Context: an optimization exercise on an open-source flow, tuned for small area, a short achievable clock period and few clock cycles per item. The choices shown serve that exercise and are no tape-out recipe. Only simulation tests tie the RTL to the original design; equivalence was not proved.

Design nnTop, start of the top module:
module nnTop #(
    parameter int NumNeurons = 10
) (
    input  logic CLK,
    input  logic rst,
    input  logic write,
    input  logic read,
    input  nnPkg::addr_t address,
    input  nnPkg::fixed_t writedata,
    output nnPkg::fixed_t readdata
);
Size: ~7400 cells after synthesis, roughly 0.082 mm^2 of cells after synthesis.
clock: 12.5 ns
lec_check: 0
cap_margin: 20
core_margin: 2
core_utilization: 45
slew_margin: 20
standard.sh (not shown) runs the stock make flow with config.mk's settings and CLKGATE_MAP_FILE= SYNTH_SCRIPT=/design/flow/synth_recipe.tcl, a recipe that flattens the netlist after the stock synthesis.
==> flow/flow/run.sh <==
#!/bin/bash
# The standard layout (standard.sh) with these changes:
#  - after the standard synthesis, flow/polarity.py moves inverters between
#    full adders into the adders' polarity (a full adder with all inputs
#    inverted has both outputs inverted), which drops most of them; ABC's
#    combinational equivalence check must pass or the netlist stays as it was;
#  - port buffers are buf_4 rather than the default pick;
#  - clock tree leaves take larger clusters of registers, with no dummy
#    loads.
# Each tool writes its full output to a log file here.
set -euo pipefail
export BUFFER_PORTS_ARGS="-buffer_cell sky130_fd_sc_hd__buf_4"
export SETUP_SLACK_MARGIN=5.3
export CTS_ARGS="-sink_clustering_enable -repair_clock_nets -sink_clustering_size 16 -sink_clustering_max_diameter 200 -dont_use_dummy_load"
R=$PWD/orfs/results/$FLOW_PLATFORM/nnTop/base
bash standard.sh $R/1_2_yosys.v > synth.log 2>&1
cp $R/1_2_yosys.v netlist_synth.v
python3 flow/polarity.py netlist_synth.v netlist_polarity.v > polarity.log 2>&1
if bash flow/check_equiv.sh netlist_synth.v netlist_polarity.v > equiv.log 2>&1; then
  echo "equivalent: using the polarity netlist" >> polarity.log
  cp netlist_polarity.v $R/1_2_yosys.v
else
  echo "not shown equivalent: keeping the synthesis netlist" >> polarity.log
fi
bash standard.sh > standard.log 2>&1
Other scripts of this flow, unchanged in this note and not shown: flow/flow/check_equiv.sh, flow/flow/polarity.py
Testbench counts at the start, summed over its fixed seeds: cycles 7,168, evals 512.
Change:
==> flow/flow/run.sh (replaced) <==
#!/bin/bash
set -euo pipefail
export BUFFER_PORTS_ARGS="-buffer_cell sky130_fd_sc_hd__buf_4"
export SETUP_SLACK_MARGIN=5.6
R=$PWD/orfs/results/$FLOW_PLATFORM/nnTop/base
bash standard.sh $R/1_2_yosys.v > synth.log 2>&1
cp $R/1_2_yosys.v netlist_synth.v
python3 flow/polarity.py netlist_synth.v netlist_polarity.v > polarity.log 2>&1
if bash flow/check_equiv.sh netlist_synth.v netlist_polarity.v > equiv.log 2>&1; then
  echo "equivalent: using the polarity netlist" >> polarity.log
  cp netlist_polarity.v $R/1_2_yosys.v
else
  echo "not shown equivalent: keeping the synthesis netlist" >> polarity.log
fi
bash standard.sh > standard.log 2>&1
CORE_UTILIZATION = 55   (was 45)
Hold slack improves by 0.060 ns.
Wire length increases slightly.
Global-route usage increases by 8.6 points.
Maximum frequency increases by a few percent.
Non-clock buffer count increases by 41.
Die area decreases by about a fifth.
Change:
--- a/flow/flow/run.sh
+++ b/flow/flow/run.sh
@@ -1,0 +2,9 @@
+# The standard layout (standard.sh) with these changes:
+#  - after the standard synthesis, flow/polarity.py moves inverters between
+#    full adders into the adders' polarity (a full adder with all inputs
+#    inverted has both outputs inverted), which drops most of them; ABC's
+#    combinational equivalence check must pass or the netlist stays as it was;
+#  - port buffers are buf_4 rather than the default pick;
+#  - clock tree leaves take larger clusters of registers, with no dummy
+#    loads.
+# Each tool writes its full output to a log file here.
@@ -4 +13,2 @@
-export SETUP_SLACK_MARGIN=5.6
+export SETUP_SLACK_MARGIN=5.5
+export CTS_ARGS="-sink_clustering_enable -repair_clock_nets -sink_clustering_size 16 -sink_clustering_max_diameter 200 -dont_use_dummy_load"
CORE_UTILIZATION = 50   (was 55)
PLACE_DENSITY = 0.7   (was unset)
Outcome: Sequential share of layout area went up by 0.60 points; non-clock buffer count went up by 17; wire length came out lower by 3.5%; final cell count grows by 1.5%; count of clock-buffer cells in the layout falls by 70; fmax came out lower by 1.3%; die area came out higher by 9.9%.
Change:
==> flow/flow/run.sh (replaced) <==
#!/bin/bash
set -euo pipefail
export BUFFER_PORTS_ARGS="-buffer_cell sky130_fd_sc_hd__buf_4"
export SETUP_SLACK_MARGIN=5.3
R=$PWD/orfs/results/$FLOW_PLATFORM/nnTop/base
bash standard.sh $R/1_2_yosys.v > synth.log 2>&1
cp $R/1_2_yosys.v netlist_synth.v
python3 flow/polarity.py netlist_synth.v netlist_polarity.v > polarity.log 2>&1
if bash flow/check_equiv.sh netlist_synth.v netlist_polarity.v > equiv.log 2>&1; then
  echo "equivalent: using the polarity netlist" >> polarity.log
  cp netlist_polarity.v $R/1_2_yosys.v
else
  echo "not shown equivalent: keeping the synthesis netlist" >> polarity.log
fi
bash standard.sh > standard.log 2>&1
CORE_UTILIZATION = 45   (was 50)
PLACE_DENSITY = unset   (was 0.7)
Result: The changed run produced a clean layout; fmax stays flat; design area rose slightly; setup slack degrades by 0.015 ns; synthesized area does not change; first-iteration DRC count decreases by about a fifth.
Change:
--- a/flow/flow/run.sh
+++ b/flow/flow/run.sh
@@ -1,0 +2,9 @@
+# The standard layout (standard.sh) with these changes:
+#  - after the standard synthesis, flow/polarity.py moves inverters between
+#    full adders into the adders' polarity (a full adder with all inputs
+#    inverted has both outputs inverted), which drops most of them; ABC's
+#    combinational equivalence check must pass or the netlist stays as it was;
+#  - port buffers are buf_4 rather than the default pick;
+#  - clock tree leaves take larger clusters of registers, with no dummy
+#    loads.
+# Each tool writes its full output to a log file here.
@@ -4,0 +14 @@
+export CTS_ARGS="-sink_clustering_enable -repair_clock_nets -sink_clustering_size 16 -sink_clustering_max_diameter 200 -dont_use_dummy_load"
PLACE_DENSITY = 0.75   (was unset)
The changed run finished clean.
Maximum frequency came out lower slightly.
Routed wire length decreases by a few percent.
Final area fell by a few percent.

afterwards: timing with drivers on the ports:
The flow's constraints put no driver on any port. The routed layouts listed below were extracted and timed again, unchanged, in two steps. Step 1, drivers: a clkbuf_16 drives CLK and a buf_2 each remaining input, both assumed. Step 2 also shifts input and output timing later by t, the mid clock arrival at the registers, as if the neighbouring blocks saw the same clock. a / b / c = ideal / step 1 / step 2; a / b = the first two.
run	shift t [ns]	setup slack, ns	slew at the worst register clock pin (ns)
the first run	0.730	5.200 / 5.115 / 5.115	0.12 / 0.12
the second run	0.838	5.350 / 5.285 / 5.223	0.07 / 0.07
the third run	0.732	5.252 / 5.206 / 5.206	0.10 / 0.10
the fourth run	0.794	5.237 / 5.165 / 5.165	0.08 / 0.08
the fifth run	0.736	5.179 / 5.068 / 5.068	0.11 / 0.11
After both steps every run listed still meets setup and hold. The setup slack of the second run, which loses most, moves by -0.065 ns with the drivers and by -0.127 ns with both steps.
